Source: an optimization exercise on an open RTL-to-GDS flow (aim: small area, a short achievable clock period and few clock cycles per item). Production flows keep margins and buffers that such runs may drop.
Where RTL was checked, it was by simulation tests only, not by an equivalence proof against the original.
For run 2, only the layout was checked, not whether the RTL still works.

==> flow/design.v (outline; a module is shown in full before it is edited, if it fits) <==
// module seven_segment_mux_scanner: 763 lines
module seven_segment_mux_scanner (
  input  logic                         clk_i,
  input  logic                         rst_ni,
  input  logic                         item_valid_i,
  output logic                         item_ready_o,
  input  logic                         item_req_type_i,
  input  logic [ssms_pkg::NumberW-1:0] item_number_i,
  input  logic [ssms_pkg::PointW-1:0]  item_point_index_i,
  output logic                         res_valid_o,
  input  logic                         res_ready_i,
  output logic [ssms_pkg::SegW-1:0]    res_segment_levels_o,
  output logic [ssms_pkg::EnableW-1:0] res_digit_enable_levels_o,
  output logic [ssms_pkg::PosW-1:0]    res_active_position_o,
  input  logic                         psel,
  input  logic                         penable,
  input  logic                         pwrite,
  input  logic [ssms_pkg::AddrW-1:0]   paddr,
  input  logic [ssms_pkg::DataW-1:0]   pwdata,
  output logic [ssms_pkg::DataW-1:0]   prdata,
  output logic                         pready
);
  // ...
==> flow/flow/run.sh <==
#!/bin/bash
# Layout flow: the standard flow (standard.sh) with two changes:
#  - ports are buffered with the cell named in flow/port_buffer.txt (when present)
#    instead of the cell the resizer picks by default; every port still gets a buffer;
#  - when flow/abc_map.script is present, the combinational logic of the standard
#    synthesis is re-mapped with that ABC script (same Yosys script otherwise). The
#    registers (names, count, cell types) are compared with the standard synthesis;
#    if they differ in any way the standard netlist is used unchanged.
# Each tool's output goes to a log file of its own in this folder.
set -uo pipefail
HERE=$(pwd)
RES=$HERE/orfs/results/$FLOW_PLATFORM/seven_segment_mux_scanner/base
EXTRA=()
if [[ -f flow/port_buffer.txt ]]; then
  EXTRA+=("BUFFER_PORTS_ARGS=-buffer_cell $(tr -d ' \n' < flow/port_buffer.txt)")
fi

bash standard.sh "${EXTRA[@]}" synth > $HERE/log_standard_synth.txt 2>&1 || exit 1
cp $RES/1_2_yosys.v $HERE/standard_1_2_yosys.v

# 2. the same synthesis with the ABC script replaced
if [[ -f flow/abc_map.script ]]; then
  MAKELINE=$(grep '^make ' standard.sh)
  {
    echo 'proc abc {args} {'
    echo '  set i [lsearch -exact $args -script]'
    echo "  if {\$i >= 0} { lset args [expr {\$i + 1}] $HERE/flow/abc_map.script }"
    echo '  yosys abc {*}$args'
    echo '}'
    cat synth_recipe.tcl
  } > $HERE/my_synth.tcl
  MYLINE=$(echo "$MAKELINE" | sed -e "s#WORK_HOME=[^ ]*#WORK_HOME=$HERE/orfs_my#" -e "s#SYNTH_SCRIPT=[^ ]*#SYNTH_SCRIPT=$HERE/my_synth.tcl#" -e 's#"\${@:-finish}"#synth#')
  eval "$MYLINE" > $HERE/log_my_synth.txt 2>&1
  MYRES=$HERE/orfs_my/results/$FLOW_PLATFORM/seven_segment_mux_scanner/base
  regs() { grep -E '^\s*sky130_fd_sc_hd__(df|edf|sdf|dl)[a-z0-9_]*\s' "$1" | awk '{print $1, $2}' | sed -E 's/_[0-9]+ / /' | sort; }
  if [[ -f $MYRES/1_2_yosys.v ]] && diff <(regs $HERE/standard_1_2_yosys.v) <(regs $MYRES/1_2_yosys.v) > $HERE/log_reg_diff.txt \
     && [[ $(regs $HERE/standard_1_2_yosys.v | wc -l) -gt 0 ]]; then
    echo "registers match; using the re-mapped netlist" > $HERE/log_choice.txt
    cp $MYRES/1_2_yosys.v $RES/1_2_yosys.v
    rm -f $RES/1_synth.odb $RES/1_synth.sdc
  else
    echo "registers differ; using the standard netlist" > $HERE/log_choice.txt
  fi
fi

# 3. the rest of the standard flow
bash standard.sh "${EXTRA[@]}" finish > $HERE/log_standard_finish.txt 2>&1
==> flow/flow/abc_map.script <==
strash
dch
map -D 1500
topo
stime -c
buffer -c
upsize -c
dnsize -c
==> flow/flow/port_buffer.txt <==
sky130_fd_sc_hd__buf_1
==> flow/standard.sh <==
#!/bin/bash
# synth_recipe.tcl (not shown) runs the flow's synth.tcl, then flattens the netlist and writes it again
# the make line also repeats each setting of config.mk as NAME=value (left out here)
make -C /OpenROAD-flow-scripts/flow DESIGN_CONFIG=/design/flow/config.mk WORK_HOME=/design/flow/orfs CLKGATE_MAP_FILE= SYNTH_SCRIPT=/design/flow/synth_recipe.tcl "${@:-finish}"
==> flow/config.mk <==
export PLATFORM = sky130hd
export DESIGN_NAME = seven_segment_mux_scanner
export DESIGN_NICKNAME = seven_segment_mux_scanner
export VERILOG_FILES = /design/flow/design.v
export SDC_FILE = /design/flow/constraint.sdc
export NUM_CORES = 4
export LEC_CHECK = 0
export ABC_AREA = 1
export CAP_MARGIN = 20
export CORE_MARGIN = 2
export CORE_UTILIZATION = 40
export CTS_BUF_LIST = sky130_fd_sc_hd__clkbuf_16
export CTS_CLUSTER_DIAMETER = 100
export CTS_CLUSTER_SIZE = 20
export PLACE_DENSITY = 0.6
export SETUP_SLACK_MARGIN = 2.1
export SLEW_MARGIN = 20
==> flow/constraint.sdc <==
create_clock -name core_clock -period 4.5 [get_ports {clk_i}]
set_input_delay 0.9000 -clock core_clock [delete_from_list [all_inputs] [get_ports {clk_i}]]
set_output_delay 0.9000 -clock core_clock [all_outputs]
set_load 0.01 [all_outputs]
==> results.ini, run 1 <==
[timing]
finalMaxSlewViolations = 0
holdWs_ns = 0.412
relSlewSlack_pct = 39.8
finalSetupViolations = 0
post-route-period-util_pct = 53.1
hold_viol = 0

[setup_path]
cp_data_arrival_time_ns = 2.67
crit_cells = 11
path_class = flop to flop
cp-end-kind = flop
slowest_stage = edfxtp_1
crit_chain = buf_6 -> a221oi_4 -> nand2_1 -> nand2_2 -> nand2_2 -> a21oi_4 -> a21oi_4 -> a221oi_4 -> inv_2 -> a21oi_2 -> a21oi_1

[die]
start_util_pct = 40.5
core_um2 = 45400
die-area_um2 = 47700
die_y_um = 218

[clock_network]
cts_root_buffer = clkbuf_16
clk_pin_slew_worst_paths_ns = 0.09

[finish]
clock_buffers = 19
register_area_um2 = 8060
top_regs = digit_q: 32 flops, b1_q: 25 flops, b2_q: 20 flops
multi_input_area_share_pct = 45.2
finalInstanceArea_um2 = 22200
fin_nets = 2698
area_growth_pct = 20.5

[global_route]
grt_use_total_pct = 14.9
grt_antenna_before_repair = 0
use_met1_pct = 17.9
grt_pass1_wl_mm = 62.3

[outcome]
status = complete, no violations

[place]
hpwl_mm = 26.5

[synthesis]
synth_area_um2 = 18400

[routing]
route.vias.total = 16500

[min_path]
hold_path_depth = 0

Testbench counts, summed over its fixed seeds: cycles 9,792, items 9,600.
==> run 2: changes to the inputs <==
--- a/flow/design.v
+++ b/flow/design.v
@@ -39,33 +39,29 @@
   logic [7:0]      held_q;
   logic [7:0]      en_q;
   logic            lit_q;
   logic            res_valid_q;
   logic       adv_w;
   logic       cfg_wr_w;
   logic [1:0] cfg_idx_w;
   logic [3:0] rd_w;
-  logic [3:0] rd_q;
   assign pready    = 1'b1;
   assign cfg_idx_w = paddr[3:2];
   assign cfg_wr_w  = psel && penable && pwrite;
   always_comb begin
     rd_w = '0;
     case (cfg_idx_w)
       2'd0: rd_w    = num_digits_q;
       2'd1: rd_w[0] = seg_act_high_q;
       2'd2: rd_w[0] = en_act_high_q;
       default: rd_w[0] = scan_en_q;
     endcase
   end
-  always_ff @(posedge clk_i) begin
-    rd_q <= rd_w;
-  end
-  assign prdata = {28'd0, rd_q};
+  assign prdata = {28'd0, rd_w};
   always_ff @(posedge clk_i or negedge rst_ni) begin
     if (!rst_ni) begin
       num_digits_q   <= 4'd4;
       seg_act_high_q <= 1'b1;
       en_act_high_q  <= 1'b0;
       scan_en_q      <= 1'b0;
     end else if (cfg_wr_w) begin
       case (cfg_idx_w)
removed: flow/flow/abc_map.script
==> run 2 against run 1 <==
Compared with the run above: still clean on timing, DRC and antenna; setup slack got worse by 0.053 ns; global-route usage increased by 0.40 points; sequential share of layout area increased by 0.099 points; wire length increased by 1.1%; sequential cell count decreased by 4; critical path depth decreased by 6; worst hold slack got worse by 0.00067 ns; via count increased by 7.5%; first-iteration DRC count increased by 17%; utilization decreased by 4.1 points; critical path type is now primary input to output pin.
==> results.ini, run 2 <==
[timing]
tns_ns = 0  ; unchanged
clock-skew-final_ns = 0.0183  ; was 0.0285 ns
period_minus_slack_ns = 2.44  ; was 2.39 ns
relSlewSlack_pct = 36.1  ; was 39.8%
finalSetupViolations = 0  ; unchanged
finalMaxSlewViolations = 0  ; unchanged
hold_viol = 0  ; unchanged
post-route-period-util_pct = 54.3  ; was 53.1%
fmax_ghz = 0.409  ; was 0.418 GHz
rsz0062_at_grt = yes  ; unchanged
tightest_slew_ns = 0.959  ; was 0.902 ns

[synthesis]
synth_seq_cells = 276
synthTopCellsByCount = 1,021 x nand2_1, 346 x inv_1, 324 x nand3_1, 212 x edfxtp_1, 200 x nor2_1
synth_cell_type_count = 53
yosysMostFrequentCell = nand2_1
yosysTopAreaCell = edfxtp_1
synth_area_um2 = 19800  ; was 18,400 um^2
synth_top_area_share_pct = 32.1
synthFlopType = edfxtp_1
ys_top_cells_by_area = edfxtp_1 32%, nand2_1 19%, nand3_1 8.2%
async_flop_share_pct = 23.2
yosys_warnings = 1  ; unchanged
synth-edff-count = 212
seq_area_frac_synth_pct = 40.2
syn-instance-count = 2841  ; was 2,403
avgSynthCellArea_um2 = 6.98  ; was 7.66 um^2

[routing]
dr.pass1.iters = 8  ; was 5
viasPerCell = 4.87  ; was 5.13
route.vias.total = 17700  ; was 16,500
wirelength_mm = 39.1  ; was 38.7 mm
ant_nets = 0  ; unchanged
drc = 0  ; unchanged
wire_per_inst_um = 10.7  ; was 12.1 um
drt-initial-drc-count = 909  ; was 776

[min_path]
hold_path_end = b2_q[16]  ; was b5_q[1]
min_from = b1_q[16]  ; was b4_q[1]
hold_path_depth = 0  ; unchanged
hold_class = flop to flop  ; unchanged

[die]
die_y_um = 227  ; was 218 um
ioPinCount = 134  ; unchanged
rows = 81  ; was 78
core_um2 = 49000  ; was 45,400 um^2
die-area_um2 = 51400  ; was 47,700 um^2
fp.dieW_um = 227  ; was 218 um
start_util_pct = 40.5  ; about the same

[clock_network]
cts-buffers-inserted = 18  ; unchanged
clk_pin_slew_worst_paths_ns = 0.09  ; about the same
cts.sinks = 276  ; was 280
clk_path_buf_depth = 3  ; unchanged
cts_hold_buf = 0  ; unchanged
htree_levels = 1  ; unchanged
cts_tree = yes  ; unchanged
cts_root_buffer = clkbuf_16  ; unchanged
clock_latency_ns = 0.53  ; about the same

[job]
maxCapViolCount = 0  ; unchanged

[setup_path]
slowest_delay_ns = 0.19  ; was 0.51 ns
worst_r2r_path_depth = 12  ; was 11
worstSetupStartpoint = paddr[2]  ; was g4_2_q[1]
start_kind = primary input  ; was flop
r2r_end = nxt_q[0]  ; was g5_3_q[3]
worst-path-buf-inv = 3  ; was 2
cp-end-kind = output pin  ; was flop
reg2reg_slack_ns = 2.24  ; was 2.11 ns
regToRegStartpoint = res_valid_q  ; was g4_2_q[1]
path_class = primary input to output pin  ; was flop to flop
crit_chain = buf_8 -> nor2_4 -> inv_2 -> o2111ai_2 -> buf_2  ; was buf_6 -> a221oi_4 -> nand2_1 -> nand2_2 -> nand2_2 -> a21oi_4 -> a21oi_4 -> a221oi_4 -> inv_2 -> a21oi_2 -> a21oi_1
slowest_stage = o2111ai_2  ; was edfxtp_1
cp_data_arrival_time_ns = 1.54  ; was 2.67 ns
cp.required_ns = 3.60  ; was 4.78 ns
cp_top_family = buffers and inverters  ; was compound AO/OA/AOI/OAI gates
crit_fanout = 4  ; was 5

[finish]
largest_reg_flops = 32  ; unchanged
mostFrequentLayoutCell = nand2_1  ; unchanged
finalInstanceArea_um2 = 21900  ; was 22,200 um^2
largest_register = digit_q  ; unchanged
area_growth_pct = 10.4  ; was 20.5%
fin_nets = 3064  ; was 2,698
top_regs = digit_q: 32 flops, b1_q: 25 flops, b2_q: 20 flops  ; unchanged
layout_common_cells = 1,018 x nand2_1, 346 x inv_1, 324 x nand3_1, 212 x edfxtp_1, 195 x nor2_1  ; was 422 x nand2_1, 327 x inv_1, 249 x nor2_1, 212 x edfxtp_1, 150 x o21ai_0
final_layout_size_suffix_gt1_share_pct = 12.2  ; was 22.9%
antennaDiodeCount = 0  ; unchanged

[place]
hpwl_mm = 28.5  ; was 26.5 mm
place_area_um2 = 20800  ; was 19,300 um^2
place_congestion = 0.843  ; was 0.841
numPortBuffers = 74  ; unchanged

[global_route]
grt_antenna_before_repair = 0  ; unchanged
grt_pass1_vias = 16400  ; was 15,000
grt_pass1_wl_mm = 68.3  ; was 62.3 mm
grt_max_degree = 81  ; was 169
grt_overflow = 0  ; unchanged
grt_use_total_pct = 15.3  ; was 14.9%

[outcome]
status = complete, no violations  ; unchanged

run 2: logic make-up after synthesis:
group           after synthesis  share of synthesized area (%)
simple gates               1718                           37.9
xor+xnor                     15                          0.663
buf+inv                     451                           9.15
compound gates              365                           11.1
other cells                   2                         0.0379
flops                       276                           40.2
fa+ha+maj                    14                          0.883
run 2: routing by layer:
layer	vias up	track usage, %	wire length, um
li1	9421	-	-
met1	8024	19.1	18500
met2	237	28.0	18800
met3	39	1.76	1180
met4	0	3.48	654
met5	-	0	0
run 2: worst max path at each step:
stage / end / slack, ns / cells past startpoint
6_report: prdata[0] / 2.06 / 5
5_1_grt: digit_q[21] / 2.03 / 15
4_1_cts: item_ready_o / 2.08 / 5
3_5_place_dp: digit_q[21] / 1.47 / 12
3_3_place_gp: digit_q[21] / 1.51 / 12
2_1_floorplan: item_ready_o / 1.98 / 2
run 2: stage by stage:
stage               std cells  hold slack (ns)  utilization [%]  setup WS (ns)
floorplan                2868            0.400                -           1.98
global placement         3570            0.400             42.5           1.51
detailed placement       3570            0.405             42.5           1.47
CTS                      3629            0.419             44.3           2.08
global route             3642            0.433             44.7           2.03
finish                   3642            0.412             44.7           2.06
run 2: repair_timing:
| action | 4_1_cts | 5_1_grt |
|---|---|---|
| buffers inserted | 28 | 13 |
| endpoints found under the setup margin | 14 | 36 |
| resized for setup | 19 | 32 |
| pin swaps | 6 | 3 |
| cloned | 3 | 0 |
| endpoints found under the hold margin | 0 | 0 |
run 2: worst register-to-register path: stages, from the launching register on:
cell	delay [ns]
dfrtp_1	0.38
inv_1	0.09
nor2_4	0.04
buf_12	0.14
buf_4	0.14
buf_4	0.18
nor2_4	0.17
buf_4	0.14
inv_1	0.09
nor2_4	0.24
clkinvlp_4	0.14
buf_4	0.16
o31ai_1	0.25
run 2: cell type report:
type,count,area (um^2)
Timing Repair Buffer,118,656
Tap cell,664,831
Clock inverter,9,72.6
Clock buffer,19,475
Inverter,412,1580
Sequential cell,276,7980
Fill cell,4771,27100
Timing Repair inverter,3,48.8
Multi-Input combinational cell,2141,10300

==> what the ideal ports hide <==
How much do the figures lean on ideal ports? The routed layouts below were timed once more, with nothing changed but the port constraints.
Step 1 sets driving cells, clkbuf_16 on the clock port and buf_2 on the other inputs (assumed; they add their load-dependent delay and slew).
Step 2 moves the port delays by t, midway between the first and last clock arrival at a register: inputs arrive t later, outputs are due t later. That takes back most of the time a late clock gives input paths.
Slacks: ideal / step 1 / step 2; pairs: ideal / step 1.
run	t, ns	setup slack, ns	worst register clock-pin slew, ns
run 1	0.571	2.109 / 2.107 / 1.784	0.09 / 0.09
run 2	0.575	2.056 / 2.018 / 1.634	0.09 / 0.09
After both steps setup and hold are still met in every run listed. The setup slack of run 2, which loses most, moves by -0.038 ns with the drivers and by -0.422 ns with both steps.
